This design comes from an exercise in tuning for small area and a short achievable clock period on the open sky130 flow, not from production work. The RTL was checked by simulation tests, not by an equivalence proof against the original design. The clock port is modelled as an ideal driver; clocking choices that lean on that would not hold on a real chip. Power and IR drop assume default switching activity.

`flow/config.mk`:
```
export PLATFORM = sky130hd
export DESIGN_NAME = fir_out_capture
export DESIGN_NICKNAME = fir_out_capture
export VERILOG_FILES = /design/flow/design.v
export SDC_FILE = /design/flow/constraint.sdc
export NUM_CORES = 4
export LEC_CHECK = 0
export CAP_MARGIN = 20
export CORE_MARGIN = 2
export CORE_UTILIZATION = 50
export SETUP_SLACK_MARGIN = 0.6
export SLEW_MARGIN = 20
export SYNTH_HIERARCHICAL = 1
```
`flow/constraint.sdc`:
```
create_clock -name core_clock -period 3.2 [get_ports {clk}]
set_input_delay 0.6400 -clock core_clock [delete_from_list [all_inputs] [get_ports {clk}]]
set_output_delay 0.6400 -clock core_clock [all_outputs]
set_load 0.01 [all_outputs]
```
`flow/design.v`:
```
module fir_out_capture #(
  parameter int DEPTH = 128,
  parameter int IN_W  = 54,
  parameter int OUT_W = 18,
  parameter int SHIFT = 8,
  localparam int ADR_W = $clog2(DEPTH)
) (
  input  logic                    clk,
  input  logic                    rst,
  input  logic                    arm,
  input  logic [ADR_W-1:0]        len,
  input  logic signed [IN_W-1:0]  din,
  input  logic                    din_valid,
  input  logic                    rd_en,
  input  logic [ADR_W-1:0]        rd_adr,
  output logic signed [OUT_W-1:0] rd_data,
  output logic                    rd_valid,
  output logic                    busy,
  output logic                    done,
  output logic                    sat_flag,
  output logic [ADR_W:0]          wr_cnt
);
  localparam int HI_LO = SHIFT + OUT_W;    
  logic                    busy_q, done_q;
  logic [ADR_W-1:0]        len_q;
  logic [ADR_W:0]          wr_cnt_q;
  logic [ADR_W-1:0]        wa_q;
  logic                    sat_q;
  logic                    vld_p0;
  logic [OUT_W-1:0]        xlo;
  logic                    c, hi1, hi0;
  logic                    carry, in_range, sat;
  logic [OUT_W-1:0]        scaled;
  logic [OUT_W-1:0]        data_p0;
  logic                    sat_p0;
  logic [OUT_W-1:0]        rd_data_q;
  logic                    rd_valid_q;
  logic                    start, last_wr, accept;
  logic [DEPTH*OUT_W-1:0]  mem_q;
  logic [DEPTH-1:0]        wsel, rsel;
  logic [OUT_W-1:0]        rd_word;
  assign xlo      = din[HI_LO-1:SHIFT];
  assign c        = din[SHIFT-1];
  assign hi1      = &din[IN_W-1:HI_LO];
  assign hi0      = ~|din[IN_W-1:HI_LO];
  assign carry    = c & (&xlo[OUT_W-2:0]);
  assign in_range = carry ? hi1 : (hi1 & xlo[OUT_W-1]) | (hi0 & ~xlo[OUT_W-1]);
  assign sat      = ~in_range;
  assign scaled   = sat ? {din[IN_W-1], {(OUT_W-1){~din[IN_W-1]}}} : (xlo + OUT_W'(c));
  assign start   = arm & ~busy_q;
  assign last_wr = vld_p0 & (wa_q == len_q);
  assign accept  = busy_q & din_valid & ~last_wr;
  always_ff @(posedge clk or negedge rst) begin
    if (!rst) begin
      busy_q     <= 1'b0;
      done_q     <= 1'b0;
      len_q      <= '0;
      wr_cnt_q   <= '0;
      sat_q      <= 1'b0;
      vld_p0     <= 1'b0;
      sat_p0     <= 1'b0;
      rd_valid_q <= 1'b0;
    end else begin
      vld_p0 <= accept;
      sat_p0 <= accept & sat;
      if (start) begin
        busy_q   <= 1'b1;
        done_q   <= 1'b0;
        len_q    <= len;
        wr_cnt_q <= '0;
        sat_q    <= 1'b0;
      end else begin
        if (last_wr) begin
          busy_q <= 1'b0;
          done_q <= 1'b1;
        end
        if (vld_p0) wr_cnt_q <= wr_cnt_q + 1'b1;
        sat_q <= sat_q | sat_p0;
      end
      rd_valid_q <= rd_en;
    end
  end
  always_ff @(posedge clk) begin
    data_p0   <= scaled;
    if (start)       wa_q <= '0;
    else if (vld_p0) wa_q <= wa_q + 1'b1;
    rd_data_q <= rd_word;
  end
  always_comb begin
    for (int k = 0; k < DEPTH; k++) begin
      wsel[k] = vld_p0 & (wa_q == ADR_W'(k));
      rsel[k] = (rd_adr == ADR_W'(k));
    end
  end
  always_ff @(posedge clk) begin
    for (int k = 0; k < DEPTH; k++)
      if (wsel[k]) mem_q[k*OUT_W +: OUT_W] <= data_p0;
  end
  localparam int NG3 = DEPTH / 3;
  localparam int NGRP = NG3 + ((DEPTH % 3) != 0 ? 1 : 0);
  logic [OUT_W-1:0]        grp_n [NGRP];
  for (genvar g = 0; g < NG3; g++) begin : g_grp
    for (genvar b = 0; b < OUT_W; b++) begin : g_bit
      fir_out_capture_aoi222 u_aoi (
        .a1(rsel[3*g]),   .a2(mem_q[(3*g)*OUT_W + b]),
        .b1(rsel[3*g+1]), .b2(mem_q[(3*g+1)*OUT_W + b]),
        .c1(rsel[3*g+2]), .c2(mem_q[(3*g+2)*OUT_W + b]),
        .y(grp_n[g][b])
      );
    end
  end
  if (DEPTH % 3 == 2) begin : g_rem2
    for (genvar b = 0; b < OUT_W; b++) begin : g_bit
      fir_out_capture_aoi22 u_aoi (
        .a1(rsel[3*NG3]),   .a2(mem_q[(3*NG3)*OUT_W + b]),
        .b1(rsel[3*NG3+1]), .b2(mem_q[(3*NG3+1)*OUT_W + b]),
        .y(grp_n[NG3][b])
      );
    end
  end else if (DEPTH % 3 == 1) begin : g_rem1
    for (genvar b = 0; b < OUT_W; b++) begin : g_bit
      assign grp_n[NG3][b] = ~(rsel[3*NG3] & mem_q[(3*NG3)*OUT_W + b]);
    end
  end
  always_comb begin
    rd_word = '0;
    for (int g = 0; g < NGRP; g++) rd_word = rd_word | ~grp_n[g];
  end
  assign rd_data  = rd_data_q;
  assign rd_valid = rd_valid_q;
  assign busy     = busy_q;
  assign done     = done_q;
  assign sat_flag = sat_q;
  assign wr_cnt   = wr_cnt_q;
endmodule
module fir_out_capture_aoi222 (
  input  logic a1, a2, b1, b2, c1, c2,
  output logic y
);
  assign y = ~((a1 & a2) | (b1 & b2) | (c1 & c2));
endmodule
module fir_out_capture_aoi22 (
  input  logic a1, a2, b1, b2,
  output logic y
);
  assign y = ~((a1 & a2) | (b1 & b2));
endmodule
```
`flow/flow/run.sh`:
```
#!/bin/bash
# Standard ORFS layout (the standard.sh, standard synthesis unchanged) with:
#  - plain buf_2 cells on the ports instead of the delay cells buffer_ports picks;
#  - a clock tree of clkbuf_8 cells over clusters of up to 30 flip-flops, without
#    dummy loads;
#  - the nets from the input ports to their port buffers kept free of hold buffers
#    (pre_cts.tcl).
# The make output goes to flow_make.log; ORFS keeps each step's log under orfs/logs.
set -o pipefail
F=$PWD/flow
bash standard.sh \
  "BUFFER_PORTS_ARGS=-buffer_cell sky130_fd_sc_hd__buf_2" \
  "PRE_CTS_TCL=$F/pre_cts.tcl" \
  "CTS_ARGS=-sink_clustering_enable -repair_clock_nets -dont_use_dummy_load -buf_list sky130_fd_sc_hd__clkbuf_8 -sink_clustering_size 30 -sink_clustering_max_diameter 60" \
  finish > flow_make.log 2>&1
```
`flow/flow/pre_cts.tcl`:
```
# Keeps hold buffers off the nets between the input ports and their port buffers: a
# hold buffer there would delay every path from that input, where one on the short
# branch that needs it delays only that branch.
foreach bt [[ord::get_db_block] getBTerms] {
  if {[$bt getIoType] ne "INPUT" || [$bt getName] eq "clk"} continue
  [$bt getNet] setDoNotTouch 1
}
```
`flow/standard.sh`:
```
#!/bin/bash
# synth_recipe.tcl (not shown) runs the flow's synth.tcl, then flattens the netlist and writes it again
# the make line also repeats each setting of config.mk as NAME=value (left out here)
make -C /OpenROAD-flow-scripts/flow DESIGN_CONFIG=/design/flow/config.mk WORK_HOME=/design/flow/orfs CLKGATE_MAP_FILE= SYNTH_SCRIPT=/design/flow/synth_recipe.tcl "${@:-finish}"
```
==> summary.txt, run 1 <==
status = stopped before the end
Stop stage = global routing
Error = [ERROR ODB-0373] Attempt to connect iterm to dont_touch net rd_adr[6]
placed cell areas = 93000 um^2
#FFs+latches synth = 2368
Post-Syn Nets = 4022
Post-synth EDFFs = 2304
Synth Area in Compound Gates = 0.0949
hpwl dp = 152 mm
Die H = 411 um
CTS resizes = 0
Syn Area/Cell = 21.0 um^2
Initial Util = 0.502
Worst EP kind = sequential cell input
Placed Cells incl. Taps = 6972
share of async-settable or async-resettable flops after synthesis = 0.00887
PortBufs = 95
die width = 411 um
sequential share of the synthesized area = 0.853
gpl congestion = 0.871
Synth Cell Area = 82700 um^2
FP Rows = 149
GRT worst endpoint = rd_data_q[7]$_DFF_P_/D
Netlist cell types = 43
main combinational cell family by area after synthesis = compound AO/OA/AOI/OAI gates
Post-Synth Simple-Gate Area = 0.0410
Post-Synth XOR/XNOR Area = 0.00339
CTS buffer count = 135
IO Count = 103
Sink Count = 2368
Cells after Synth = 3942
Synth Warn # = 8
largest net degree at the start of global routing = 93
initial antenna violation count = 16
Post-Synth Adder-Cell Area = 0.00106
mux cell area share after synthesis = 0.00351
Most used DFF post-synth = edfxtp_1
## logic make-up after synthesis
kind of cell | after synthesis
compound gates | 783
xor+xnor | 32
fa+ha+maj | 7
buf+inv | 52
flops | 2368
mux | 28
simple gates | 672
## worst max-delay path by stage
stage                         start       endpoint  slack [ps]  cells past startpoint
after floorplan           rd_adr[4]   rd_data_q[3]         590                      9
after global placement    rd_adr[1]  rd_data_q[15]        -330                     13
after detailed placement  rd_adr[1]  rd_data_q[15]        -330                     13
after CTS                    vld_p0    mem_q[1000]         620                      4
## synthesized netlist by cell type (2+ instances only)
library cell / count / share of area
o21a_1: 2 / 0.00018
nand3_1: 62 / 0.0038
nand2_1: 28 / 0.0013
nor3_2: 2 / 0.00024
a22oi_2: 18 / 0.0027
nand2b_1: 3 / 0.00023
nor3_1: 25 / 0.0015
nor2_1: 277 / 0.013
o21ai_0: 2 / 0.00012
inv_1: 10 / 0.00045
or3_1: 3 / 0.00023
a21oi_1: 3 / 0.00018
clkbuf_1: 35 / 0.0016
edfxtp_1: 2304 / 0.84
mux2_2: 7 / 0.00095
or3b_1: 5 / 0.00053
nand4_1: 202 / 0.015
nand3b_1: 5 / 0.00045
mux2i_1: 20 / 0.0024
nor2b_1: 7 / 0.00053
a222oi_1: 756 / 0.092
dfrtp_1: 21 / 0.0064
buf_2: 3 / 0.00018
ha_1: 7 / 0.0011
dfxtp_1: 43 / 0.010
xnor2_1: 13 / 0.0014
xor2_1: 19 / 0.0020
nor4_1: 45 / 0.0034
## modules after synthesis, one instance, submodules excluded
module | cells inside | flip-flops and latches | area, um^2 | times used
fir_out_capture | 3168 | 2368 | 74900 | 1
fir_out_capture_aoi22 | 1 | 0 | 12.5 | 18
fir_out_capture_aoi222 | 1 | 0 | 10.0 | 756
## stage by stage
stage	worst slack, ps	TNS [ps]
2_1_floorplan	594	0
3_3_place_gp	-331	-3560
3_5_place_dp	-334	-3280
4_1_cts	617	0
## power by group through the flow
stage,sequential (W),combinational [W],clock (W)
after CTS,0.0354,0.00294,0.0126
after detailed placement,0.0361,0.00291,0
after global placement,0.0361,0.00287,0
after floorplan,0.0359,0.00114,0
## what timing repair did
| item | CTS |
|---|---|
| hold buffers | 26 |
| buffers inserted | 0 |
| endpoints found under the hold margin | 42 |
==> inputs of run 2 (changes only) <==
--- a/flow/flow/run.sh
+++ b/flow/flow/run.sh
@@ -3,2 +3,6 @@
 #  - plain buf_2 cells on the ports instead of the delay cells buffer_ports picks;
+#  - the buffer's flip-flops and read gates pre-placed as a regular array after the
+#    floorplan (place_mem.tcl), with free sites between the columns and the first
+#    read-tree levels beside their gates, released after global placement
+#    (unfix_mem.tcl);
 #  - a clock tree of clkbuf_8 cells over clusters of up to 30 flip-flops, without
@@ -12,2 +16,4 @@
   "BUFFER_PORTS_ARGS=-buffer_cell sky130_fd_sc_hd__buf_2" \
+  "POST_PDN_TCL=$F/place_mem.tcl" \
+  "POST_GLOBAL_PLACE_TCL=$F/unfix_mem.tcl" \
   "PRE_CTS_TCL=$F/pre_cts.tcl" \
==> flow/flow/place_mem.tcl (new file) <==
# Places the buffer's flip-flops and their read AND-OR-INVERT gates as a regular array:
# one placement row per word, one column per data bit, the gate that merges words
# 3g..3g+2 of a bit beside the flip-flop of word 3g+1. The cells are placed FIRM so that
# global placement arranges the rest of the logic around them; unfix_mem.tcl releases
# them after global placement.
namespace eval ::place_mem {
set block [ord::get_db_block]
set NW 128
set NB 18
set FW 24   ;# edfxtp_1 width in sites

# rows, bottom to top
set rows {}
foreach row [$block getRows] {
  lassign [$row getOrigin] rx ry
  lappend rows [list $ry $rx [$row getSiteCount] [$row getOrient] [[$row getSite] getWidth]]
}
set rows [lsort -integer -index 0 $rows]
set nrows [llength $rows]
set sitew [lindex $rows 0 4]
set rowx0 [lindex $rows 0 1]
set nsites [lindex $rows 0 2]

# occupied sites per row (tap cells)
array set occ {}
set ridx {}
for {set i 0} {$i < $nrows} {incr i} { dict set ridx [lindex $rows $i 0] $i }
foreach inst [$block getInsts] {
  set m [$inst getMaster]
  if {[$m getType] eq "CORE_WELLTAP" || [string match "*tapvpwrvgnd*" [$m getName]]} {
    lassign [$inst getLocation] x y
    set i [dict get $ridx $y]
    set s [expr {($x - $rowx0) / $sitew}]
    for {set j 0} {$j < [$m getWidth] / $sitew} {incr j} { set occ($i,[expr {$s+$j}]) 1 }
  }
}

# find memory flops and their gates
array set flop {}
foreach inst [$block getInsts] {
  set n [string map {"\\" ""} [$inst getName]]
  if {[regexp {^mem_q\[(\d+)\]} $n -> idx]} {
    set flop([expr {$idx / $NB}],[expr {$idx % $NB}]) $inst
  }
}
if {[array size flop] != $NW * $NB} { error "place_mem: found [array size flop] memory flops" }

array set gate {}
for {set k 0} {$k < $NW} {incr k} {
  for {set b 0} {$b < $NB} {incr b} {
    set q [[$flop($k,$b) findITerm Q] getNet]
    foreach it [$q getITerms] {
      if {[$it isInputSignal]} {
        set gi [$it getInst]
        set mn [[$gi getMaster] getName]
        if {[string match "*a222oi*" $mn] || [string match "*a22oi*" $mn]} {
          set g [expr {$k / 3}]
          set gate($g,$b) $gi
        }
      }
    }
  }
}
puts "place_mem: [array size gate] read gates"

set GAP [expr {[info exists ::env(MEM_GAP)] ? $::env(MEM_GAP) : 8}]
set r0 [expr {($nrows - $NW) / 2}]

# Every row holds, per bit, the word's flip-flop then an 8-site slot: the slot takes the
# read gate in rows 3g+1 and stays free for other logic in the others. GAP free sites
# follow each column to leave room for routing. Rows are packed left to right from the
# same start, skipping tap cells, so columns stay aligned.
proc place_rows {x0 commit} {
  foreach v {NW NB FW GAP r0 rows occ flop gate sitew} { variable $v }
  variable used
  array unset used
  array set used {}
  for {set k 0} {$k < $NW} {incr k} {
    set r [expr {$r0 + $k}]
    lassign [lindex $rows $r] ry rx rn orient
    set s $x0
    set lo 0
    for {set b 0} {$b < $NB} {incr b} {
      set items [list [list $FW $flop($k,$b)]]
      set g [expr {$k / 3}]
      if {[info exists gate($g,$b)] && $k == min(3 * $g + 1, $NW - 1)} {
        lappend items [list [expr {[[$gate($g,$b) getMaster] getWidth] / $sitew}] $gate($g,$b)]
      } else {
        lappend items [list 8 {}]
      }
      lappend items [list $GAP {}]
      foreach it $items {
        lassign $it w inst
        if {$w == 0} continue
        # free slots and gaps may cover tap cells; a cell goes to the free spot nearest
        # its place, right of the previous cell
        if {$inst eq {}} { incr s $w; continue }
        set best -1
        for {set t [expr {max($lo, $s - $w)}]} {$t <= $s + 2 * $w} {incr t} {
          set ok 1
          for {set j 0} {$j < $w} {incr j} {
            set q "$r,[expr {$t+$j}]"
            if {[info exists occ($q)] || [info exists used($q)]} { set ok 0; break }
          }
          if {$ok && ($best < 0 || abs($t - $s) < abs($best - $s))} { set best $t }
        }
        if {$best < 0 || $best + $w > $rn} { return 0 }
        set s $best
        for {set j 0} {$j < $w} {incr j} { set used($r,[expr {$s+$j}]) 1 }
        if {$commit} {
          $inst setOrient $orient
          $inst setLocation [expr {$rx + $s * $sitew}] $ry
          $inst setPlacementStatus FIRM
          if {$inst eq $flop($k,$b)} {
            set ::place_mem::fstart($k,$b) $s
            set ::place_mem::fend($k,$b) [expr {$s + $w}]
          }
        }
        incr s $w
        set lo $s
      }
    }
  }
  return 1
}

set x0 [expr {($nsites - $NB * ($FW + 8 + $GAP)) / 2}]
while {$x0 > 0 && ![place_rows $x0 0]} { incr x0 -4 }
if {$x0 <= 0} { error "place_mem: the array does not fit the rows" }
place_rows $x0 1
puts "place_mem: array at site $x0 row $r0, gap $GAP"

# The first two levels of each bit's read tree go into the free sites of that bit's
# column, next to the gates they combine.
proc region_free {k b w} {
  variable fend; variable fstart; variable NB; variable occ; variable used; variable r0
  variable rows
  set r [expr {$r0 + $k}]
  set lo $fend($k,$b)
  set hi [expr {$b + 1 < $NB ? $fstart($k,[expr {$b + 1}]) : [lindex $rows $r 2]}]
  for {set t $lo} {$t + $w <= $hi} {incr t} {
    set ok 1
    for {set j 0} {$j < $w} {incr j} {
      set q "$r,[expr {$t+$j}]"
      if {[info exists occ($q)] || [info exists used($q)]} { set ok 0; break }
    }
    if {$ok} { return $t }
  }
  return -1
}
proc place_near {inst k0 b} {
  variable NW; variable r0; variable rows; variable used; variable sitew
  set w [expr {[[$inst getMaster] getWidth] / $sitew}]
  for {set d 0} {$d < $NW} {incr d} {
    foreach k [list [expr {$k0 - $d}] [expr {$k0 + $d}]] {
      if {$k < 0 || $k >= $NW} continue
      set t [region_free $k $b $w]
      if {$t >= 0} {
        set r [expr {$r0 + $k}]
        lassign [lindex $rows $r] ry rx rn orient
        for {set j 0} {$j < $w} {incr j} { set used($r,[expr {$t+$j}]) 1 }
        $inst setOrient $orient
        $inst setLocation [expr {$rx + $t * $sitew}] $ry
        $inst setPlacementStatus FIRM
        return $k
      }
    }
  }
  return -1
}
proc loads_of {inst} {
  set out {}
  foreach it [$inst getITerms] {
    if {![$it isOutputSignal]} continue
    set net [$it getNet]
    if {$net eq "NULL"} continue
    foreach lt [$net getITerms] {
      if {[$lt isInputSignal]} { lappend out [$lt getInst] }
    }
  }
  return $out
}
set ntree 0
for {set b 0} {$b < $NB} {incr b} {
  # level by level: place each load cell at the mean word row of its placed drivers
  set level {}
  foreach key [array names gate *,$b] {
    lassign [split $key ,] g bb
    lappend level [list $gate($key) [expr {min(3 * $g + 1, $NW - 1)}]]
  }
  for {set lv 0} {$lv < 2} {incr lv} {
    array unset acc
    foreach e $level {
      lassign $e inst k
      foreach ld [loads_of $inst] {
        set mn [[$ld getMaster] getName]
        if {[string match "*df*" $mn] || [$ld getPlacementStatus] eq "FIRM"} continue
        lappend acc([$ld getName]) [list $ld $k]
      }
    }
    set next {}
    foreach n [array names acc] {
      set ld [lindex $acc($n) 0 0]
      set ks [lmap e $acc($n) {lindex $e 1}]
      set km [expr {int(round(double([tcl::mathop::+ {*}$ks]) / [llength $ks]))}]
      set k [place_near $ld $km $b]
      if {$k >= 0} { lappend next [list $ld $k]; incr ntree }
    }
    set level $next
  }
}
puts "place_mem: $ntree read tree cells placed"

}
==> flow/flow/unfix_mem.tcl (new file) <==
# Releases the array cells placed by place_mem.tcl so later steps may legalize around them.
foreach inst [[ord::get_db_block] getInsts] {
  if {[$inst getPlacementStatus] eq "FIRM"} { $inst setPlacementStatus PLACED }
}
--- a/flow/config.mk
+++ b/flow/config.mk
@@ -8,5 +8,6 @@
 export CAP_MARGIN = 20
-export CORE_MARGIN = 2
-export CORE_UTILIZATION = 50
-export SETUP_SLACK_MARGIN = 0.6
+export CORE_AREA = 5 5 395 386
+export DIE_AREA = 0 0 400 391
+export PLACE_DENSITY = 0.7
+export SETUP_SLACK_MARGIN = 0.8
 export SLEW_MARGIN = 20
==> run 2 against run 1 <==
Against the previous run: the run fails in detailed routing; synthesized cell count unchanged; synthesized area is the same.
==> summary.txt, run 2 <==
status = stopped before the end
Stop stage = detailed routing
Error = [ERROR ODB-0373] Attempt to connect iterm to dont_touch net rd_en
ranking of synthesized cells by area = edfxtp_1 84%, a222oi_1 9.2%, nand4_1 1.5%, nor2_1 1.3%, dfxtp_1 1.0%
hpwl dp = 154 mm
Die H = 391 um
Sink Count = 2368
top cell type's share of synthesized area = 0.837
vias in the first global route = 34700
Global Route Usage Sum = 0.245
GRT worst endpoint = rd_data_q[3]$_DFF_P_/D
Post-Syn Nets = 4022
Cells after Synth = 3942
die width = 400 um
Syn Area/Cell = 21.0 um^2
Initial Util = 0.561
Synth Cell Area = 82700 um^2
first-pass GRT wire length = 267 mm
Commonest cells post-synth = 2304 x edfxtp_1, 756 x a222oi_1, 277 x nor2_1
CTS buffer count = 132
top-count cell post-synth = edfxtp_1
FP Rows = 139
Netlist cell types = 43
GRT overflow = 0
post-CTS setup buffers = 0
post-synth top area cell = edfxtp_1
IO Count = 103
initial antenna violation count = 6
Post-synth EDFFs = 2304
#FFs+latches synth = 2368
Most used DFF post-synth = edfxtp_1
sequential share of the synthesized area = 0.853
Synth Warn # = 8
Worst EP kind = sequential cell input
share of async-settable or async-resettable flops after synthesis = 0.00887
largest net degree at the start of global routing = 129
PortBufs = 95
[run 2: cell counts after synthesis]
No cell type changed its count.
[run 2: how the worst max path moves through the flow]
stage          startpoint       endpoint  slack (ps)  cells past startpoint
5_1_grt         rd_adr[1]   rd_data_q[3]         770                     10
4_1_cts           wa_q[3]    mem_q[2177]         660                      4
3_5_place_dp    rd_adr[1]  rd_data_q[16]        -400                     10
3_3_place_gp    rd_adr[1]  rd_data_q[16]        -370                     10
2_1_floorplan     wa_q[2]    mem_q[2232]         780                      4
[run 2: kinds of logic after synthesis]
kind of cell / synth area share
simple gates: 0.0410
compound gates: 0.0949
buf+inv: 0.00274
xor+xnor: 0.00339
mux: 0.00351
flops: 0.853
fa+ha+maj: 0.00106
[run 2: Yosys stat by module, one instance, submodules excluded]
| module | area, um^2 | cells |
|---|---|---|
| fir_out_capture_aoi22 | 12.5 | 1 |
| fir_out_capture | 74900 | 3168 |
| fir_out_capture_aoi222 | 10.0 | 1 |
[run 2: repair_timing]
item                                    4_1_cts  5_1_grt
endpoints found under the hold margin        31        0
pin swaps                                     0        1
endpoints found under the setup margin      444      596
hold buffers                                 10        0
resized for setup                             8       28
[run 2: power groups by stage]
stage                     Clock, W  Sequential (W)  Combinational (W)
after global routing        0.0133          0.0354            0.00263
after global placement           0          0.0361            0.00230
after detailed placement         0          0.0361            0.00234
after CTS                   0.0120          0.0354            0.00237
after floorplan                  0          0.0359            0.00115
[run 2: layer usage]
layer	track usage
met1	0.451
met2	0.277
met3	0.0524
met4	0.0883
met5	0
[run 2: metrics by stage]
stage          setup slack [ps]  instances   util  power, W  instance area [um^2]
5_1_grt                     768       6388  0.615    0.0514                 90600
4_1_cts                     662       6373  0.612    0.0497                 90100
3_5_place_dp               -396       6231  0.599    0.0384                 88200
3_3_place_gp               -373       6231  0.599    0.0384                 88200
2_1_floorplan               776       3942      -    0.0371                 82900
==> inputs of run 3 (changes only) <==
--- a/flow/flow/run.sh
+++ b/flow/flow/run.sh
@@ -7,6 +7,6 @@
 #    (unfix_mem.tcl);
-#  - a clock tree of clkbuf_8 cells over clusters of up to 30 flip-flops, without
+#  - a clock tree of clkbuf_8 cells over clusters of up to 18 flip-flops, without
 #    dummy loads;
 #  - the nets from the input ports to their port buffers kept free of hold buffers
-#    (pre_cts.tcl).
+#    during the clock tree step's timing repair (pre_cts.tcl, post_cts.tcl).
 # The make output goes to flow_make.log; ORFS keeps each step's log under orfs/logs.
@@ -19,3 +19,4 @@
   "PRE_CTS_TCL=$F/pre_cts.tcl" \
-  "CTS_ARGS=-sink_clustering_enable -repair_clock_nets -dont_use_dummy_load -buf_list sky130_fd_sc_hd__clkbuf_8 -sink_clustering_size 30 -sink_clustering_max_diameter 60" \
+  "POST_CTS_TCL=$F/post_cts.tcl" \
+  "CTS_ARGS=-sink_clustering_enable -repair_clock_nets -dont_use_dummy_load -buf_list sky130_fd_sc_hd__clkbuf_8 -sink_clustering_size 18 -sink_clustering_max_diameter 45" \
   finish > flow_make.log 2>&1
==> flow/flow/post_cts.tcl (new file) <==
# Releases the port nets that pre_cts.tcl kept free of hold buffers, once the clock
# tree's timing repair is done, so that later steps (antenna repair) may use them.
foreach bt [[ord::get_db_block] getBTerms] {
  if {[$bt getIoType] ne "INPUT" || [$bt getName] eq "clk"} continue
  [$bt getNet] setDoNotTouch 0
}
==> run 3 against run 2 <==
Against the previous run: the run now finishes clean; synthesized area is the same; global-route usage grew 0.23 points; synthesized cell count is the same.
==> summary.txt, run 3 <==
Relative slew margins = 0.145
fillers = 9496
setup violators final = 0
most frequent cells in the layout = 2304 x edfxtp_1, 756 x a222oi_1, 260 x buf_4
Post-synth EDFFs = 2304
Die H = 391 um
synth-to-layout area growth = 10.5%
fin cells = 6450
CP Data Required Time = 4040 ps
CTS tree = built
WL/cell = 30.6 um
#FFs+latches synth = 2368
Synth Cell Area = 82700 um^2
Synth Warn # = 8
initial DRC count = 11900
Commonest cells post-synth = 2304 x edfxtp_1, 756 x a222oi_1, 277 x nor2_1
Hold Fails Final Rpt = 0
most common library cell in the layout ignoring fill and taps = edfxtp_1
initial antenna violation count = 7
Critical Path, Cell by Cell = buf_2 -> nor2b_1 -> nand2_1 -> buf_4 -> nor2_2 -> a222oi_1 -> buf_4 -> nand4_1 -> nor4_1 -> nand3_1
Largest Register = mem_q
power per cell area = 562 nW/um^2
FP Rows = 139
Syn Area/Cell = 21.0 um^2
setup_tns = 0 ps
first-pass GRT wire length = 269 mm
top-count cell post-synth = edfxtp_1
largest net degree at the start of global routing = 129
drt via density = 6.84
Netlist cell types = 43
startpoint types = primary input
vias in the first global route = 35200
Layout Cell Area excl Fill = 91300 um^2
Initial Util = 0.561
Worst VDD drop = 0.000429 V
Slew @ Worst Pin = 1280 ps
Sink Count = 2368
Residual DRC = 0
Placed Cells incl. Taps = 6231
sequential share of the synthesized area = 0.853
Tmin final = 2540 ps
Cells after Synth = 3942
GRT overflow = 0
max-slew violations = 0
max reg flops = 2304
Top Registers = mem_q: 2304 flops, data_p0: 18 flops, rd_data_q: 18 flops
crit share post-route = 0.793
post-synth top area cell = edfxtp_1
Post-Route WL = 198 mm
Post-Syn Nets = 4022
Max Cap Viol = 0
kind of critical path = in -> reg
ranking of synthesized cells by area = edfxtp_1 84%, a222oi_1 9.2%, nand4_1 1.5%, nor2_1 1.3%, dfxtp_1 1.0%
via count = 44100
placed cell areas = 88200 um^2
Critical Path AT = 3380 ps
crit path capture type = flop
slowest stage delay, CP = 930 ps
area of the die = 156000 um^2
share of async-settable or async-resettable flops after synthesis = 0.00887
Placeable Area = 147000 um^2
status = timing/DRC/antenna clean
die width = 400 um
hpwl dp = 154 mm
critical path's slowest cell = nor2_2
ANT nets after route = 0
crit-path max FO = 18
Worst-Skew Late Latency = 890 ps
HP Class = in -> reg
Most used DFF post-synth = edfxtp_1
Peak Freq = 394 MHz
First-pass DRT Iterations = 10
top cell type's share of synthesized area = 0.837
PortBufs = 95
Leak = 27.4 nW
Global Route Usage Sum = 0.247
IO Count = 103
Pwr Total = 0.0513 W
unrepaired setup endpoints after global routing = yes
CP most frequent cell = buf_4
layout cell share with drive strength beyond 1 = 0.197
Worst-path clk slew = 90 ps
# nets final = 4548
Clock Skew = 88.8 ps
## run 3: metal layers
layer  global-route usage  wire length (um)  vias to the layer above
met1                0.455             84200                    20800
met3               0.0525             36900                      328
met2                0.283             69600                     3983
met4               0.0822              6930                        2
met5                    0                13                        -
li1                     -                 -                    18900
## run 3: cells by family (layout without fill, tap and decap cells)
| logic type | after synthesis | in the layout | synth area share |
|---|---|---|---|
| flip-flops | 2368 | 2368 | 0.853 |
| AO/OA/AOI/OAI | 783 | 783 | 0.0949 |
| AND/OR/NAND/NOR | 672 | 672 | 0.0410 |
| buffers and inverters | 52 | 576 | 0.00274 |
| XOR/XNOR | 32 | 32 | 0.00339 |
| multiplexers | 28 | 28 | 0.00351 |
| adder cells (fa/ha/maj) | 7 | 7 | 0.00106 |
| other | 0 | 10 | 0 |
## run 3: cell type report
cell class                 instances  area, um^2  share of cell area
timing repair buffer             384        2800              0.0307
inverter                          10        37.5            0.000411
multi-input combinational       1522       12900               0.141
antenna                           10        25.0            0.000274
clock buffer                     182        2500              0.0274
sequential                      2368       70600               0.773
tap                             1974        2470              0.0270
## run 3: through the flow
step / util / setup slack, ps / hold WS (ps)
final: 0.620 / 662 / 125
after global routing: 0.620 / 766 / 103
after detailed placement: 0.599 / -396 / 469
after global placement: 0.599 / -373 / 454
after floorplan: - / 776 / 344
## run 3: Yosys stat by module, one instance, submodules excluded
module / flip-flops and latches / area (um^2) / cells
fir_out_capture: 2368 / 74900 / 3168
fir_out_capture_aoi22: 0 / 12.5 / 1
fir_out_capture_aoi222: 0 / 10.0 / 1
## run 3: power breakdown
group | total, W | internal [W] | switching (W)
clock | 0.0135 | 0.00506 | 0.00841
sequential | 0.0353 | 0.0347 | 0.000635
combinational | 0.00250 | 0.000744 | 0.00175
## run 3: path summary, 6_finish.rpt
kind	cells after the start	startpoint	slack (ps)	endpoint
max	10	rd_adr[3]	660	rd_data_q[3]
min	2	din[53]	120	data_p0[0]
max reg2reg	5	wa_q[2]	780	mem_q[2021]
min reg2reg	2	sat_p0	480	sat_q
max in group asynchronous	2	rst	2130	len_q[1]
min in group asynchronous	2	rst	440	len_q[0]
## run 3: critical path: cells and delay by family
family,cells,cell delay (ps)
AOI/OAI and AO/OA,1,340
buffers and inverters,3,640
and+or+nand+nor,6,1720
==> inputs of run 4 (changes only) <==
--- a/flow/design.v
+++ b/flow/design.v
@@ -27,2 +27,4 @@
   logic [ADR_W-1:0]        wa_q;
+  logic [7:0]              wlo_q;    
+  logic [DEPTH/8-1:0]      whi_q;    
   logic                    sat_q;
@@ -39,3 +41,4 @@
   logic [DEPTH*OUT_W-1:0]  mem_q;
-  logic [DEPTH-1:0]        wsel, rsel;
+  logic [DEPTH-1:0]        wsel;
+  logic [DEPTH-1:0]        rsel_a, rsel_b;
   logic [OUT_W-1:0]        rd_word;
@@ -84,4 +87,11 @@
     data_p0   <= scaled;
-    if (start)       wa_q <= '0;
-    else if (vld_p0) wa_q <= wa_q + 1'b1;
+    if (start) begin
+      wa_q  <= '0;
+      wlo_q <= 8'd1;
+      whi_q <= (DEPTH/8)'(1);
+    end else if (vld_p0) begin
+      wa_q  <= wa_q + 1'b1;
+      wlo_q <= {wlo_q[6:0], wlo_q[7]};
+      if (wlo_q[7]) whi_q <= {whi_q[DEPTH/8-2:0], whi_q[DEPTH/8-1]};
+    end
     rd_data_q <= rd_word;
@@ -90,4 +100,3 @@
     for (int k = 0; k < DEPTH; k++) begin
-      wsel[k] = vld_p0 & (wa_q == ADR_W'(k));
-      rsel[k] = (rd_adr == ADR_W'(k));
+      wsel[k] = vld_p0 & wlo_q[k % 8] & whi_q[k / 8];
     end
@@ -98,2 +107,5 @@
   end
+  localparam int HALF = OUT_W / 2;
+  fir_out_capture_dec #(.N(DEPTH)) u_rdec_a (.a(rd_adr), .sel(rsel_a));
+  fir_out_capture_dec #(.N(DEPTH)) u_rdec_b (.a(rd_adr), .sel(rsel_b));
   localparam int NG3 = DEPTH / 3;
@@ -103,6 +115,7 @@
     for (genvar b = 0; b < OUT_W; b++) begin : g_bit
+      wire [DEPTH-1:0] rs = (b < HALF) ? rsel_a : rsel_b;
       fir_out_capture_aoi222 u_aoi (
-        .a1(rsel[3*g]),   .a2(mem_q[(3*g)*OUT_W + b]),
-        .b1(rsel[3*g+1]), .b2(mem_q[(3*g+1)*OUT_W + b]),
-        .c1(rsel[3*g+2]), .c2(mem_q[(3*g+2)*OUT_W + b]),
+        .a1(rs[3*g]),   .a2(mem_q[(3*g)*OUT_W + b]),
+        .b1(rs[3*g+1]), .b2(mem_q[(3*g+1)*OUT_W + b]),
+        .c1(rs[3*g+2]), .c2(mem_q[(3*g+2)*OUT_W + b]),
         .y(grp_n[g][b])
@@ -113,5 +126,6 @@
     for (genvar b = 0; b < OUT_W; b++) begin : g_bit
+      wire [DEPTH-1:0] rs = (b < HALF) ? rsel_a : rsel_b;
       fir_out_capture_aoi22 u_aoi (
-        .a1(rsel[3*NG3]),   .a2(mem_q[(3*NG3)*OUT_W + b]),
-        .b1(rsel[3*NG3+1]), .b2(mem_q[(3*NG3+1)*OUT_W + b]),
+        .a1(rs[3*NG3]),   .a2(mem_q[(3*NG3)*OUT_W + b]),
+        .b1(rs[3*NG3+1]), .b2(mem_q[(3*NG3+1)*OUT_W + b]),
         .y(grp_n[NG3][b])
@@ -121,3 +135,4 @@
     for (genvar b = 0; b < OUT_W; b++) begin : g_bit
-      assign grp_n[NG3][b] = ~(rsel[3*NG3] & mem_q[(3*NG3)*OUT_W + b]);
+      wire [DEPTH-1:0] rs = (b < HALF) ? rsel_a : rsel_b;
+      assign grp_n[NG3][b] = ~(rs[3*NG3] & mem_q[(3*NG3)*OUT_W + b]);
     end
@@ -147 +162,12 @@
 endmodule
+module fir_out_capture_dec #(
+  parameter int N = 128,
+  localparam int W = $clog2(N)
+) (
+  input  logic [W-1:0] a,
+  output logic [N-1:0] sel
+);
+  always_comb begin
+    for (int k = 0; k < N; k++) sel[k] = (a == W'(k));
+  end
+endmodule
==> run 4 against run 3 <==
Against the previous run: still clean on timing, DRC and antenna; synthesized cell count increased by 6.3%; fmax is 4.4% higher; combinational power up 6%; count of clock-buffer cells in the layout up 5; non-clock buffer count increased by 48; total power grew 3.3%; register-to-register slack better by 230 ps; worst setup slack improved by 110 ps; clock skew fell by 14 ps; first-iteration DRC count hardly changed; sequential share of layout area shrank 0.62 points; critical endpoint is now rd_data_q[0].
==> summary.txt, run 4 <==
Critical Path, Cell by Cell = buf_2 -> nand4bb_1 -> buf_4 -> nor2_1 -> a222oi_1 -> nand4_1 -> nor4_1 -> nand3_1
Synth Warn # = 9
Residual DRC = 0
HP Class = in -> reg
power per cell area = 572 nW/um^2
most frequent cells in the layout = 2304 x edfxtp_1, 756 x a222oi_1, 298 x buf_4
slowest stage delay, CP = 440 ps
area of the die = 156000 um^2
WL/cell = 30.0 um
crit path capture type = flop
hpwl dp = 157 mm
Switching Power = 0.0114 W
Seq pwr share = 0.692
dpl ws = -159 ps
critical path's slowest cell = nor4_1
Worst-Skew Late Latency = 940 ps
status = timing/DRC/antenna clean
synth-to-layout area growth = 9.52%
Cells after Synth = 4189
drt via density = 6.86
Netlist cell types = 46
Worst VDD drop = 0.000504 V
largest net degree at the start of global routing = 129
Global Route Usage Sum = 0.252
CP Data Required Time = 3980 ps
internal power = 0.0416 W
initial DRC count = 11900
share of async-settable or async-resettable flops after synthesis = 0.00878
Most used DFF post-synth = edfxtp_1
Initial Util = 0.575
PortBufs = 95
#FFs+latches synth = 2392
setup violators final = 0
via count = 45900
Largest Register = mem_q
Pwr Total = 0.0530 W
ANT nets after route = 0
Max Cap Viol = 0
Tmin final = 2430 ps
die width = 400 um
Die H = 391 um
First-pass DRT Iterations = 12
most common library cell in the layout ignoring fill and taps = edfxtp_1
Leak = 28.9 nW
Sink Count = 2392
first-pass GRT wire length = 278 mm
crit-path max FO = 28
vias in the first global route = 37700
Synth Cell Area = 84700 um^2
max reg flops = 2304
Post-Syn Nets = 4266
# nets final = 4793
CTS tree = built
Critical Path AT = 3210 ps
Clock Skew = 74.3 ps
GRT overflow = 0
post-synth top area cell = edfxtp_1
startpoint types = primary input
Buf/Inv on CP = 2
crit share post-route = 0.760
Top Registers = mem_q: 2304 flops, data_p0: 18 flops, rd_data_q: 18 flops
clock share of power = 0.258
kind of critical path = in -> reg
Syn Area/Cell = 20.2 um^2
top cell type's share of synthesized area = 0.817
top-count cell post-synth = edfxtp_1
ranking of synthesized cells by area = edfxtp_1 82%, a222oi_1 8.9%, dfxtp_1 1.6%, nand4_1 1.5%, nor2_1 1.1%
layout cell share with drive strength beyond 1 = 0.148
initial antenna violation count = 10
Commonest cells post-synth = 2304 x edfxtp_1, 756 x a222oi_1, 252 x nor2_1
Post-synth EDFFs = 2304
unrepaired setup endpoints after global routing = yes
Worst-path clk slew = 80 ps
Slew @ Worst Pin = 1080 ps
FP Rows = 139
Peak Freq = 411 MHz
Net Sw Frac = 0.216
max-slew violations = 0
Top Family by Delay on Critical Path = simple AND/OR/NAND/NOR gates
Post-Route WL = 201 mm
Comb pwr share = 0.050
Hold Fails Final Rpt = 0
setup ws final = 769 ps
IO Count = 103
sequential share of the synthesized area = 0.839
Placeable Area = 147000 um^2
Relative slew margins = 0.279
## run 4: changes by cell type in the layout (fill, tap and decap cells not counted), sizes merged, moves of 12 or more
cell     change
dfxtp       +24
nand3       -20
inv         +12
nand4bb     +12
nand2       +18
a21oi       +16
buf         +41
and3       +114
## run 4: power groups by stage
stage	sequential, W	combinational [W]	clock, W
6_report	0.0366	0.00266	0.0137
5_1_grt	0.0367	0.00285	0.0153
3_3_place_gp	0.0373	0.00247	0
3_5_place_dp	0.0374	0.00254	0
2_1_floorplan	0.0370	0.00134	0
## run 4: kinds of logic (layout without fill, tap and decap cells)
logic type | Yosys count | count (layout) | synth area share
DFF | 2392 | 2392 | 0.839
and+or+nand+nor | 810 | 810 | 0.0521
other | 0 | 6 | 0
AOI/OAI and AO/OA | 799 | 799 | 0.0937
muxes | 35 | 35 | 0.00426
adders and majority gates | 4 | 4 | 0.000591
xor gates and xnor gates | 33 | 33 | 0.00341
buffers and inverters | 116 | 641 | 0.00668
## run 4: routing by layer
| layer | track usage | up-vias | wire length (um) |
|---|---|---|---|
| met5 | 0 | - | 40 |
| met3 | 0.0466 | 433 | 34800 |
| li1 | - | 19800 | - |
| met2 | 0.299 | 4123 | 72800 |
| met1 | 0.446 | 21500 | 83100 |
| met4 | 0.113 | 6 | 10400 |
## run 4: area by class of cell
class	count	area, um^2
repair buffers	432	3380
fillers	9403	54600
well taps	1974	2470
diodes	6	15.0
multi-input cells	1681	13100
inverters	22	82.6
clock buffers	187	2570
flip-flops and latches	2392	71100
## run 4: through the flow
step / setup TNS (ps) / cell area, um^2 / cells / hold WS, ps / util
after floorplan: 0 / 84700 / 4189 / 344 / -
after global placement: -646 / 89800 / 6480 / 457 / 0.610
after detailed placement: -1240 / 89800 / 6481 / 471 / 0.610
after global routing: 0 / 92700 / 6689 / 67.2 / 0.629
final: 0 / 92700 / 6694 / 94.7 / 0.629
## run 4: path summary, 6_finish.rpt
kind	startpoint	endpoint	slack, ps	cells after the start
worst max-delay path	rd_adr[2]	rd_data_q[0]	770	8
max in group asynchronous	rst	vld_p0	2720	3
min in group asynchronous	rst	len_q[6]	260	3
worst max register to register	vld_p0	mem_q[773]	1010	3
worst min-delay path	din[15]	data_p0[7]	90	3
worst min register to register	sat_p0	sat_q	470	2
## run 4: worst register-to-register path, cell delays in order (launching register included)
cell	delay [ps]
dfrtp_4	730
buf_4	500
and3_1	250
buf_4	340
## run 4: modules after synthesis (local to each module, per instance), excerpt
module                  times used  cells  flip-flops and latches  cell area (um^2)
fir_out_capture_aoi22           18      1                       0              12.5
fir_out_capture_aoi222         756      1                       0              10.0
fir_out_capture                  1   3051                    2392             75000
==> inputs of run 5 (changes only) <==
--- a/flow/config.mk
+++ b/flow/config.mk
@@ -11,3 +11,3 @@
 export PLACE_DENSITY = 0.7
-export SETUP_SLACK_MARGIN = 0.8
+export SETUP_SLACK_MARGIN = 1.3
 export SLEW_MARGIN = 20
==> run 5 against run 4 <==
Against the previous run: die area unchanged; fmax up 10%; cell count down 0.13%; critical endpoint is now rd_data_q[9]; highest routed layer unchanged.
==> summary.txt, run 5 <==
Sink Count = 2392
Peak Freq = 453 MHz
Syn Area/Cell = 20.2 um^2
Post-Synth XOR/XNOR Area = 0.00341
Most used DFF post-synth = edfxtp_1
unrepaired setup endpoints after global routing = yes
multi-input combinational cell area = 14400 um^2
CTS tree = built
Critical Path AT = 3000 ps
hold depth = 3
WL/cell = 31.6 um
Post-synth EDFFs = 2304
Residual DRC = 0
CP Data Required Time = 4000 ps
R2R setup slack = 1070 ps
largest net degree at the start of global routing = 129
status = timing/DRC/antenna clean
fin util = 0.643
Netlist cell types = 46
Tmin final = 2210 ps
PortBufs = 95
Global Route Usage Sum = 0.257
crit share post-route = 0.689
Placeable Area = 147000 um^2
crit-path max FO = 26
die width = 400 um
Synth Cell Area = 84700 um^2
max-slew violations = 0
Worst VDD drop = 0.000509 V
Die H = 391 um
R2R Path End = rd_data_q[9]
power per cell area = 567 nW/um^2
Leak = 29.0 nW
top cell type's share of synthesized area = 0.817
Synth Warn # = 9
Post-Route WL = 212 mm
Post-Synth Simple-Gate Area = 0.0521
most frequent cells in the layout = 2304 x edfxtp_1, 756 x a222oi_1, 221 x buf_4
Commonest cells post-synth = 2304 x edfxtp_1, 756 x a222oi_1, 252 x nor2_1
sequential share of the synthesized area = 0.839
#FFs+latches synth = 2392
first-pass GRT wire length = 283 mm
max reg flops = 2304
Worst Reg-to-Reg Cells = 5
crit path capture type = flop
initial DRC count = 12300
initial antenna violation count = 6
hold path startpoint = din_valid
Initial Util = 0.575
Synth Area in Compound Gates = 0.0937
startpoint types = primary input
hpwl dp = 156 mm
M1 GR Usage = 0.453
vias in the first global route = 37900
fillers = 9124
Pwr Total = 0.0536 W
IO Count = 103
Worst-path clk slew = 100 ps
Top Registers = mem_q: 2304 flops, data_p0: 18 flops, rd_data_q: 18 flops
ranking of synthesized cells by area = edfxtp_1 82%, a222oi_1 8.9%, dfxtp_1 1.6%, nand4_1 1.5%, nor2_1 1.1%
area of the die = 156000 um^2
Cells after Synth = 4189
kind of critical path = in -> reg
# nets final = 4782
most common library cell in the layout ignoring fill and taps = edfxtp_1
Slew @ Worst Pin = 1060 ps
Post-Syn Nets = 4266
setup violators final = 0
Largest Register = mem_q
GRT overflow = 0
Hold Path Sink = vld_p0
crit path from = rd_adr[1]
FP Rows = 139
Clock Skew = 101 ps
Top Usage Layer GRT = met1
ANT nets after route = 0
grt met2 use = 0.307
post-synth top area cell = edfxtp_1
worst r2r src = mem_q[549]
Post-Synth Adder-Cell Area = 0.000591
register area = 71200 um^2
mux cell area share after synthesis = 0.00426
HP Class = in -> reg
top-count cell post-synth = edfxtp_1
First-pass DRT Iterations = 13
met3 usage = 0.0486
main combinational cell family by area after synthesis = compound AO/OA/AOI/OAI gates
Relative slew margins = 0.293
Worst-Skew Late Latency = 950 ps
drt via density = 7.03
Max Cap Viol = 0
share of async-settable or async-resettable flops after synthesis = 0.00878
Hold Fails Final Rpt = 0
synth-to-layout area growth = 11.8%
via count = 47000
layout cell share with drive strength beyond 1 = 0.223
## run 5: worst max-delay path, stage by stage
cell,delay (ps)
buf_12,140
buf_4,170
nand4b_1,140
buf_6,180
nor2_4,100
a222oi_1,580
nand4_1,350
nor4_2,400
buf_4,210
nand3_1,70
## run 5: layer usage
layer,vias to the layer above,share of wire
met3,531,0.17
met1,22300,0.41
met4,2,0.055
met5,-,0.000061
met2,4371,0.37
li1,19800,-
## run 5: final cells by class
class,count,area share
flip-flops and latches,2392,0.752
multi-input cells,1685,0.152
repair buffers,417,0.0419
clock buffers,187,0.0272
well taps,1974,0.0261
inverters,22,0.000872
diodes,8,0.000211
## run 5: worst max-delay path by stage
stage	end	slack [ps]	cells past startpoint
floorplan	rd_data_q[0]	1000	9
global placement	rd_data_q[4]	-120	9
detailed placement	rd_data_q[4]	-180	9
global route	busy	990	1
finish	rd_data_q[9]	990	10
## run 5: stage by stage
stage	setup WS (ps)	hold slack (ps)	TNS [ps]	area [um^2]	cells
after floorplan	1000	344	0	85200	4189
after global placement	-119	449	-557	89500	6390
after detailed placement	-178	465	-1230	89500	6390
after global routing	991	55.1	0	94600	6678
final	994	84.4	0	94700	6685
## run 5: logic make-up after synthesis
| logic type | count (synthesis) |
|---|---|
| muxes | 35 |
| xor gates and xnor gates | 33 |
| DFF | 2392 |
| adders and majority gates | 4 |
| buffers and inverters | 116 |
| AOI/OAI and AO/OA | 799 |
| and+or+nand+nor | 810 |
## run 5: power breakdown
| part | leakage [nW] | switching, W | total [W] | internal (W) |
|---|---|---|---|---|
| clock network | 1.34 | 0.00861 | 0.0138 | 0.00520 |
| registers | 21.5 | 0.00101 | 0.0366 | 0.0356 |
| logic | 6.14 | 0.00214 | 0.00323 | 0.00109 |
| total | 29.0 | 0.0118 | 0.0536 | 0.0419 |
## run 5: Yosys stat by module (local to each module, per instance), excerpt
module / flip-flops and latches / cell area [um^2] / cells / copies in the design
fir_out_capture: 2392 / 75000 / 3051 / 1
fir_out_capture_aoi222: 0 / 10.0 / 1 / 756
fir_out_capture_aoi22: 0 / 12.5 / 1 / 18
==> inputs of run 6 (changes only) <==
--- a/flow/config.mk
+++ b/flow/config.mk
@@ -11,3 +11,3 @@
 export PLACE_DENSITY = 0.7
-export SETUP_SLACK_MARGIN = 1.3
+export SETUP_SLACK_MARGIN = 1.05
 export SLEW_MARGIN = 20
==> run 6 against run 5 <==
Against the previous run: still clean on timing, DRC and antenna; utilization fell by 0.66 points; non-clock buffer count is 40 higher; worst setup slack worse by 5.2 ps; die area did not move; synthesized area unchanged; sequential cell count unchanged; count of clock-buffer cells in the layout up 4; critical endpoint is now rd_data_q[15]; largest power group unchanged.
==> summary.txt, run 6 <==
Post-Route WL = 204 mm
Clock Skew = 87.8 ps
most common library cell in the layout ignoring fill and taps = edfxtp_1
drt via density = 6.87
CP most frequent cell = buf_4
layout cell share with drive strength beyond 1 = 0.182
share of async-settable or async-resettable flops after synthesis = 0.00878
crit path capture type = flop
ANT nets after route = 0
First-pass DRT Iterations = 10
WL/cell = 30.3 um
Netlist cell types = 46
Hold Fails Final Rpt = 0
clock share of power = 0.259
Leak = 29.2 nW
first-pass GRT wire length = 279 mm
Die H = 391 um
post-synth top area cell = edfxtp_1
Slew @ Worst Pin = 1170 ps
Synth Warn # = 9
most frequent cells in the layout = 2304 x edfxtp_1, 756 x a222oi_1, 311 x buf_4
Most used DFF post-synth = edfxtp_1
max-slew violations = 0
vias in the first global route = 37700
status = timing/DRC/antenna clean
top-count cell post-synth = edfxtp_1
HP Class = in -> reg
Placed Cells incl. Taps = 6497
die width = 400 um
hold path startpoint = din[14]
PortBufs = 95
synth-to-layout area growth = 10.7%
CP Data Required Time = 4030 ps
Seq pwr share = 0.686
setup_tns = 0 ps
Critical Path AT = 3040 ps
fin cells = 6721
#FFs+latches synth = 2392
largest net degree at the start of global routing = 129
# nets final = 4822
Commonest cells post-synth = 2304 x edfxtp_1, 756 x a222oi_1, 252 x nor2_1
R2R Path End = mem_q[1403]
Hold Path Sink = data_p0[6]
Initial Util = 0.575
Syn Area/Cell = 20.2 um^2
Post-Syn Nets = 4266
initial antenna violation count = 8
crit-path max FO = 13
Switching Power = 0.0116 W
hpwl dp = 157 mm
Top Family by Delay on Critical Path = simple AND/OR/NAND/NOR gates
Tmin final = 2210 ps
Worst-Skew Late Latency = 930 ps
top cell type's share of synthesized area = 0.817
Peak Freq = 452 MHz
Residual DRC = 0
Comb pwr share = 0.054
hold depth = 3
ranking of synthesized cells by area = edfxtp_1 82%, a222oi_1 8.9%, dfxtp_1 1.6%, nand4_1 1.5%, nor2_1 1.1%
Top Registers = mem_q: 2304 flops, data_p0: 18 flops, rd_data_q: 18 flops
GRT overflow = 0
worst r2r src = wlo_q[5]
Net Sw Frac = 0.217
area of the die = 156000 um^2
Max Cap Viol = 0
R2R setup slack = 1030 ps
Worst VDD drop = 0.000469 V
Placeable Area = 147000 um^2
max reg flops = 2304
crit share post-route = 0.691
FP Rows = 139
power per cell area = 569 nW/um^2
sequential share of the synthesized area = 0.839
initial DRC count = 12200
Synth Cell Area = 84700 um^2
startpoint types = primary input
Worst Reg-to-Reg Cells = 2
Largest Register = mem_q
Post-synth EDFFs = 2304
Buf/Inv on CP = 4
Cells after Synth = 4189
Relative slew margins = 0.218
Sink Count = 2392
critical path's slowest cell = nor2_1
kind of critical path = in -> reg
unrepaired setup endpoints after global routing = yes
IO Count = 103
Critical Path, Cell by Cell = buf_2 -> buf_4 -> or3b_1 -> buf_4 -> nor2_1 -> a222oi_1 -> nand4_1 -> nor4_1 -> buf_4 -> nand3_1
slowest stage delay, CP = 770 ps
CTS tree = built
internal power = 0.0418 W
setup violators final = 0
Worst-path clk slew = 90 ps
via count = 46200
Global Route Usage Sum = 0.254
## run 6: cell counts after synthesis
Identical to the previous run, type by type.
## run 6: modules after synthesis, one instance, submodules excluded, a selection
module	cells inside	times used	flip-flops and latches	area [um^2]
fir_out_capture_aoi222	1	756	0	10.0
fir_out_capture	3051	1	2392	75000
fir_out_capture_aoi22	1	18	0	12.5
## run 6: power groups by stage
stage / logic, W / registers [W] / clock network, W
after floorplan: 0.00136 / 0.0369 / 0
after global placement: 0.00257 / 0.0373 / 0
after detailed placement: 0.00264 / 0.0373 / 0
after global routing: 0.00310 / 0.0367 / 0.0154
final: 0.00290 / 0.0366 / 0.0138
## run 6: worst max-delay path by stage
stage,to,cells after the start,slack (ps),from
after floorplan,rd_data_q[0],9,1000,rd_adr[5]
after global placement,rd_data_q[6],9,-40,rd_adr[0]
final,rd_data_q[15],10,990,rd_adr[6]
after global routing,sat_flag,1,1000,sat_q
after detailed placement,rd_data_q[15],11,-100,rd_adr[2]
## run 6: logic make-up (layout without fill, tap and decap cells)
family          after synthesis  after routing  synth area share
fa+ha+maj                     4              4          0.000591
other cells                   0              4                 0
flops                      2392           2392             0.839
buf+inv                     116            670           0.00668
mux                          35             35           0.00426
compound gates              799            799            0.0937
xor+xnor                     33             33           0.00341
simple gates                810            810            0.0521
## run 6: through the flow
step                cell area, um^2  total power (W)   util  hold slack [ps]  setup slack [ps]
floorplan                     85000           0.0383      -              344              1000
global placement              90300           0.0399  0.613              451             -43.3
detailed placement            90300           0.0400  0.613              494             -99.5
global route                  93700           0.0552  0.636             51.7              1000
finish                        93700           0.0533  0.636             75.2               989
## run 6: area by class of cell
cell class | count | area (um^2)
Sequential cell | 2392 | 71100
Fill cell | 9292 | 53600
Multi-Input combinational cell | 1681 | 13500
Timing Repair Buffer | 457 | 3890
Clock buffer | 191 | 2630
Tap cell | 1974 | 2470
Inverter | 22 | 82.6
Antenna cell | 4 | 10.0
## run 6: worst register-to-register path, stage by stage, from the launching register on
cell and delay (ps):
dfxtp_1 1110, and3_1 300, buf_4 330
## run 6: per-layer routing
layer	share of wire	GRT usage	up-vias	routed length [um]
li1	-	-	19900	-
met1	0.41	0.448	21800	83500
met2	0.37	0.303	4103	74900
met3	0.17	0.0489	419	35400
met4	0.048	0.110	10	9760
met5	0.00029	0	-	60

-- what the ideal ports hide --
In the flow no input, the clock included, has a driving cell. The finished layouts below were timed again as built, in two steps.
Step 1 (the two cells are an assumption about what drives the block):
set clk [get_ports {clk}]
set_driving_cell -lib_cell sky130_fd_sc_hd__clkbuf_16 $clk
set_driving_cell -lib_cell sky130_fd_sc_hd__buf_2 [delete_from_list [all_inputs] $clk]
Step 2 moves the port delays by t, midway between the first and last clock arrival at a register: inputs arrive t later, outputs are due t later. That takes back most of the time a late clock gives input paths.
Slacks: no drivers / after step 1 / after step 2; pairs: no drivers / after step 1.
run	t (ns)	slack for setup (ns)	hold WS [ns]	latest minus earliest clock arrival (ns)	cell pins on the clock port's net
run 3	0.916	0.662 / 0.701 / -0.215	0.125 / 0.080 / 0.481	0.106 / 0.107	1
run 4	0.978	0.769 / 0.776 / -0.201	0.095 / 0.058 / 0.474	0.086 / 0.087	1
run 5	0.956	0.994 / 0.928 / -0.028	0.084 / 0.049 / 0.482	0.116 / 0.116	1
run 6	0.953	0.989 / 0.879 / -0.074	0.075 / 0.032 / 0.516	0.103 / 0.103	1
Met with ideal ports but missed after step 2: setup timing in every run listed. The setup slack of run 6, which loses most, moves by -0.110 ns with the drivers and by -1.063 ns with both steps.
